From an optimization exercise on the open Yosys and OpenROAD flow, aimed at small area; shortcuts taken in it are not production practice. In this exercise RTL edits were held to simulation tests only and were not proved equivalent to the original. Power and IR drop assume default switching activity.

==> module bht_btb, before the edit <==
module bht_btb (
    input  logic        clk,
    input  logic        rst_n,
    input  logic [3:0]  rd_idx_i,
    input  logic [25:0] rd_tag_i,
    output logic        rd_hit_o,
    output logic        rd_ctr_hi_o,
    output logic [29:0] rd_target_o,
    input  logic        upd_en_i,
    input  logic        upd_is_jmp_i,
    input  logic        upd_taken_i,
    input  logic [3:0]  upd_idx_i,
    input  logic [25:0] upd_tag_i,
    input  logic [29:0] upd_target_i
);
    logic [15:0] valid_q;
    logic [15:0][25:0] tag_q;
    logic [15:0][29:0] target_q;
    logic [15:0][1:0]  ctr_q;
    logic [15:0] rd_sel, upd_sel, we_ctr, we_ent;
    logic        upd_hit;
    logic [1:0]  ctr_base;
    logic [1:0]  ctr_d;
    logic        rd_valid, upd_valid;
    logic [25:0] rd_tag, upd_tag;
    logic [1:0]  rd_ctr, upd_ctr;
    logic [29:0] rd_target;
    always_comb begin
        for (int i = 0; i < 16; i++) begin
            rd_sel[i]  = (rd_idx_i == i[3:0]);
            upd_sel[i] = (upd_idx_i == i[3:0]);
        end
    end
    logic [57:0] rd_col  [16];
    logic [28:0] upd_col [16];
    logic [57:0] rd_word;
    logic [28:0] upd_word;
    for (genvar i = 0; i < 16; i++) begin : g_col
        assign rd_col[i]  = {valid_q[i], ctr_q[i][1], tag_q[i], target_q[i]};
        assign upd_col[i] = {valid_q[i], ctr_q[i], tag_q[i]};
    end
    for (genvar b = 0; b < 58; b++) begin : g_rd
        logic [15:0] d;
        for (genvar i = 0; i < 16; i++) begin : g_d
            assign d[i] = rd_col[i][b];
        end
        bht_rd16 u_rd (.sel_i(rd_sel), .d_i(d), .q_o(rd_word[b]));
    end
    for (genvar b = 0; b < 29; b++) begin : g_upd
        logic [15:0] d;
        for (genvar i = 0; i < 16; i++) begin : g_d
            assign d[i] = upd_col[i][b];
        end
        bht_rd16 u_rd (.sel_i(upd_sel), .d_i(d), .q_o(upd_word[b]));
    end
    assign {rd_valid, rd_ctr[1], rd_tag, rd_target} = rd_word;
    assign rd_ctr[0] = 1'b0;
    assign {upd_valid, upd_ctr, upd_tag} = upd_word;
    assign rd_hit_o    = rd_valid && (rd_tag == rd_tag_i);
    assign rd_ctr_hi_o = rd_ctr[1];
    assign rd_target_o = rd_target;
    assign upd_hit  = upd_valid && (upd_tag == upd_tag_i);
    assign ctr_base = upd_hit ? upd_ctr : 2'b01;
    always_comb begin
        if (upd_is_jmp_i)
            ctr_d = 2'b11;
        else if (upd_taken_i)
            ctr_d = (ctr_base == 2'b11) ? 2'b11 : ctr_base + 2'd1;
        else
            ctr_d = (ctr_base == 2'b00) ? 2'b00 : ctr_base - 2'd1;
    end
    assign we_ctr = upd_sel & {16{upd_en_i}};
    assign we_ent = we_ctr & {16{upd_taken_i}};
    always_ff @(posedge clk or negedge rst_n) begin
        if (!rst_n)
            valid_q <= '0;
        else
            valid_q <= valid_q | we_ent;
    end
    logic [15:0][55:0] ent_d;
    logic [15:0][1:0]  ctr_n;
    for (genvar i = 0; i < 16; i++) begin : g_ent
        bht_hold #(.W(56)) u_hold (
            .we_i   (we_ent[i]),
            .hold_i (~we_ent[i]),
            .d_i    ({upd_tag_i, upd_target_i}),
            .q_i    ({tag_q[i], target_q[i]}),
            .n_o    (ent_d[i])
        );
        bht_hold #(.W(2)) u_hold_ctr (
            .we_i   (we_ctr[i]),
            .hold_i (~we_ctr[i]),
            .d_i    (ctr_d),
            .q_i    (ctr_q[i]),
            .n_o    (ctr_n[i])
        );
    end
    always_ff @(posedge clk) begin
        for (int i = 0; i < 16; i++) begin
            ctr_q[i]                <= ctr_n[i];
            {tag_q[i], target_q[i]} <= ent_d[i];
        end
    end
endmodule
==> module bht_hold, before the edit <==
module bht_hold #(
    parameter int W = 56
) (
    input  logic         we_i,
    input  logic         hold_i,
    input  logic [W-1:0] d_i,
    input  logic [W-1:0] q_i,
    output logic [W-1:0] n_o
);
    assign n_o = ({W{we_i}} & d_i) | ({W{hold_i}} & q_i);
endmodule
clock: 8.5 ns
lec_check: 0
cap_margin: 10
core_margin: 2
core_utilization: 45
slew_margin: 10
synth_hierarchical: 1
standard.sh (not shown) runs the stock make flow with config.mk's settings and CLKGATE_MAP_FILE= SYNTH_SCRIPT=/design/flow/synth_recipe.tcl, a recipe that flattens the netlist after the stock synthesis.
==> flow/flow/run.sh <==
#!/bin/bash
# The standard layout with these changes:
#  - port buffers are sky130_fd_sc_hd__buf_1;
#  - the clock tree uses larger sink clusters and no dummy loads.
# Each tool's output goes to ORFS's own logs under orfs/logs/; this script's
# own output goes to run_flow.log.
set -euo pipefail
W=$PWD
exec > >(tee -a "$W/run_flow.log") 2>&1

# synth.tcl with the abc script replaced
sed -e "s#log_cmd abc {\*}\$abc_args#set abc_args [lreplace \$abc_args 1 1 $W/flow/area.abc]\n  log_cmd abc {*}\$abc_args#" \
    "$FLOW_HOME/scripts/synth.tcl" > "$W/area_synth.tcl"
grep -q "flow/area.abc" "$W/area_synth.tcl"
sed "s#source \$::env(SCRIPTS_DIR)/synth.tcl#source $W/area_synth.tcl#" synth_recipe.tcl > "$W/area_synth_recipe.tcl"
grep -q "area_synth.tcl" "$W/area_synth_recipe.tcl"
sed "s#SYNTH_SCRIPT=[^ ]*#SYNTH_SCRIPT=$W/area_synth_recipe.tcl#" standard.sh > "$W/area_standard.sh"
grep -q "area_synth_recipe.tcl" "$W/area_standard.sh"

export BUFFER_PORTS_ARGS="-buffer_cell sky130_fd_sc_hd__buf_1"
export CTS_ARGS="-sink_clustering_enable -repair_clock_nets -dont_use_dummy_load -sink_clustering_size 15 -sink_clustering_max_diameter 80 -buf_list {sky130_fd_sc_hd__clkbuf_4 sky130_fd_sc_hd__clkbuf_8}"
bash "$W/area_standard.sh"
==> flow/flow/area.abc <==
&get -n
&st
&dc2
&syn3
&dch
&nf -R 1000 -E 2
&put
topo
Edit:
--- a/flow/design.v
+++ b/flow/design.v
@@ -42,15 +42,17 @@
         end
     end
     logic [57:0] rd_col  [16];
     logic [28:0] upd_col [16];
     logic [57:0] rd_word;
     logic [28:0] upd_word;
-    for (genvar i = 0; i < 16; i++) begin : g_col
-        assign rd_col[i]  = {valid_q[i], ctr_q[i][1], tag_q[i], target_q[i]};
-        assign upd_col[i] = {valid_q[i], ctr_q[i], tag_q[i]};
+    always_comb begin
+        for (int i = 0; i < 16; i++) begin
+            rd_col[i]  = {valid_q[i], ctr_q[i][1], tag_q[i], target_q[i]};
+            upd_col[i] = {valid_q[i], ctr_q[i], tag_q[i]};
+        end
     end
     for (genvar b = 0; b < 58; b++) begin : g_rd
         logic [15:0] d;
         for (genvar i = 0; i < 16; i++) begin : g_d
             assign d[i] = rd_col[i][b];
         end
@@ -85,32 +87,24 @@
         if (!rst_n)
             valid_q <= '0;
         else
             valid_q <= valid_q | we_ent;
     end
     logic [15:0][55:0] ent_d;
-    logic [15:0][1:0]  ctr_n;
     for (genvar i = 0; i < 16; i++) begin : g_ent
-        bht_hold #(.W(56)) u_hold (
-            .we_i   (we_ent[i]),
+        bht_hold u_hold (
+            .we_i (we_ent[i]),
             .hold_i (~we_ent[i]),
-            .d_i    ({upd_tag_i, upd_target_i}),
-            .q_i    ({tag_q[i], target_q[i]}),
-            .n_o    (ent_d[i])
-        );
-        bht_hold #(.W(2)) u_hold_ctr (
-            .we_i   (we_ctr[i]),
-            .hold_i (~we_ctr[i]),
-            .d_i    (ctr_d),
-            .q_i    (ctr_q[i]),
-            .n_o    (ctr_n[i])
+            .d_i  ({upd_tag_i, upd_target_i}),
+            .q_i  ({tag_q[i], target_q[i]}),
+            .n_o  (ent_d[i])
         );
     end
     always_ff @(posedge clk) begin
         for (int i = 0; i < 16; i++) begin
-            ctr_q[i]                <= ctr_n[i];
+            if (we_ctr[i]) ctr_q[i] <= ctr_d;
             {tag_q[i], target_q[i]} <= ent_d[i];
         end
     end
 endmodule
 module bht_rd16 (
     input  logic [15:0] sel_i,
@@ -127,22 +121,20 @@
     input  logic [2:0] s_i,
     input  logic [2:0] d_i,
     output logic       y_no
 );
     assign y_no = ~|(s_i & d_i);
 endmodule
-module bht_hold #(
-    parameter int W = 56
-) (
-    input  logic         we_i,
-    input  logic         hold_i,
-    input  logic [W-1:0] d_i,
-    input  logic [W-1:0] q_i,
-    output logic [W-1:0] n_o
-);
-    assign n_o = ({W{we_i}} & d_i) | ({W{hold_i}} & q_i);
+module bht_hold (
+    input  logic        we_i,
+    input  logic        hold_i,
+    input  logic [55:0] d_i,
+    input  logic [55:0] q_i,
+    output logic [55:0] n_o
+);
+    assign n_o = ({56{we_i}} & d_i) | ({56{hold_i}} & q_i);
 endmodule
 module pc_gen (
     input  logic        clk,
     input  logic        rst_n,
     input  logic        stall,
     input  logic        ex_valid,
The changed run produced a clean layout.
Routed wire length goes down by 0.74%.
First-iteration DRC count is about the same.
Count of clock-buffer cells in the layout is unchanged.
Synthesized area barely changes.
Power is about the same.
Final area is about the same.
Cell count goes down by 0.72%.
Worst setup slack degrades by 61 ps.
Critical path depth goes up by 1.
Global-route usage goes down by 0.38 points.

## separate check: timing with driven ports
Ports are ideal in the flow. The routed layouts listed here were re-timed in OpenROAD. Step 1 (the two cells are an assumption about what drives the block):
set clk [get_ports {clk}]
set_driving_cell -lib_cell sky130_fd_sc_hd__clkbuf_16 $clk
set_driving_cell -lib_cell sky130_fd_sc_hd__buf_2 [delete_from_list [all_inputs] $clk]
Step 2 also shifts input and output timing later by t, the mid clock arrival at the registers, as if the neighbouring blocks saw the same clock. a / b / c = no drivers / after step 1 / after step 2; a / b = the first two.
| run | shift t [ns] | setup WS [ns] | hold slack, ns | worst setup path after step 2 | worst register clock-pin slew, ns |
|---|---|---|---|---|---|
| the first run | 0.782 | 0.522 / 0.452 / 0.852 | 0.479 / 0.479 / 0.479 | input to register | 0.11 / 0.11 |
| the second run | 0.772 | 0.461 / 0.390 / 1.162 | 0.480 / 0.480 / 0.480 | register to output | 0.11 / 0.11 |
After both steps setup and hold are still met in every run listed.
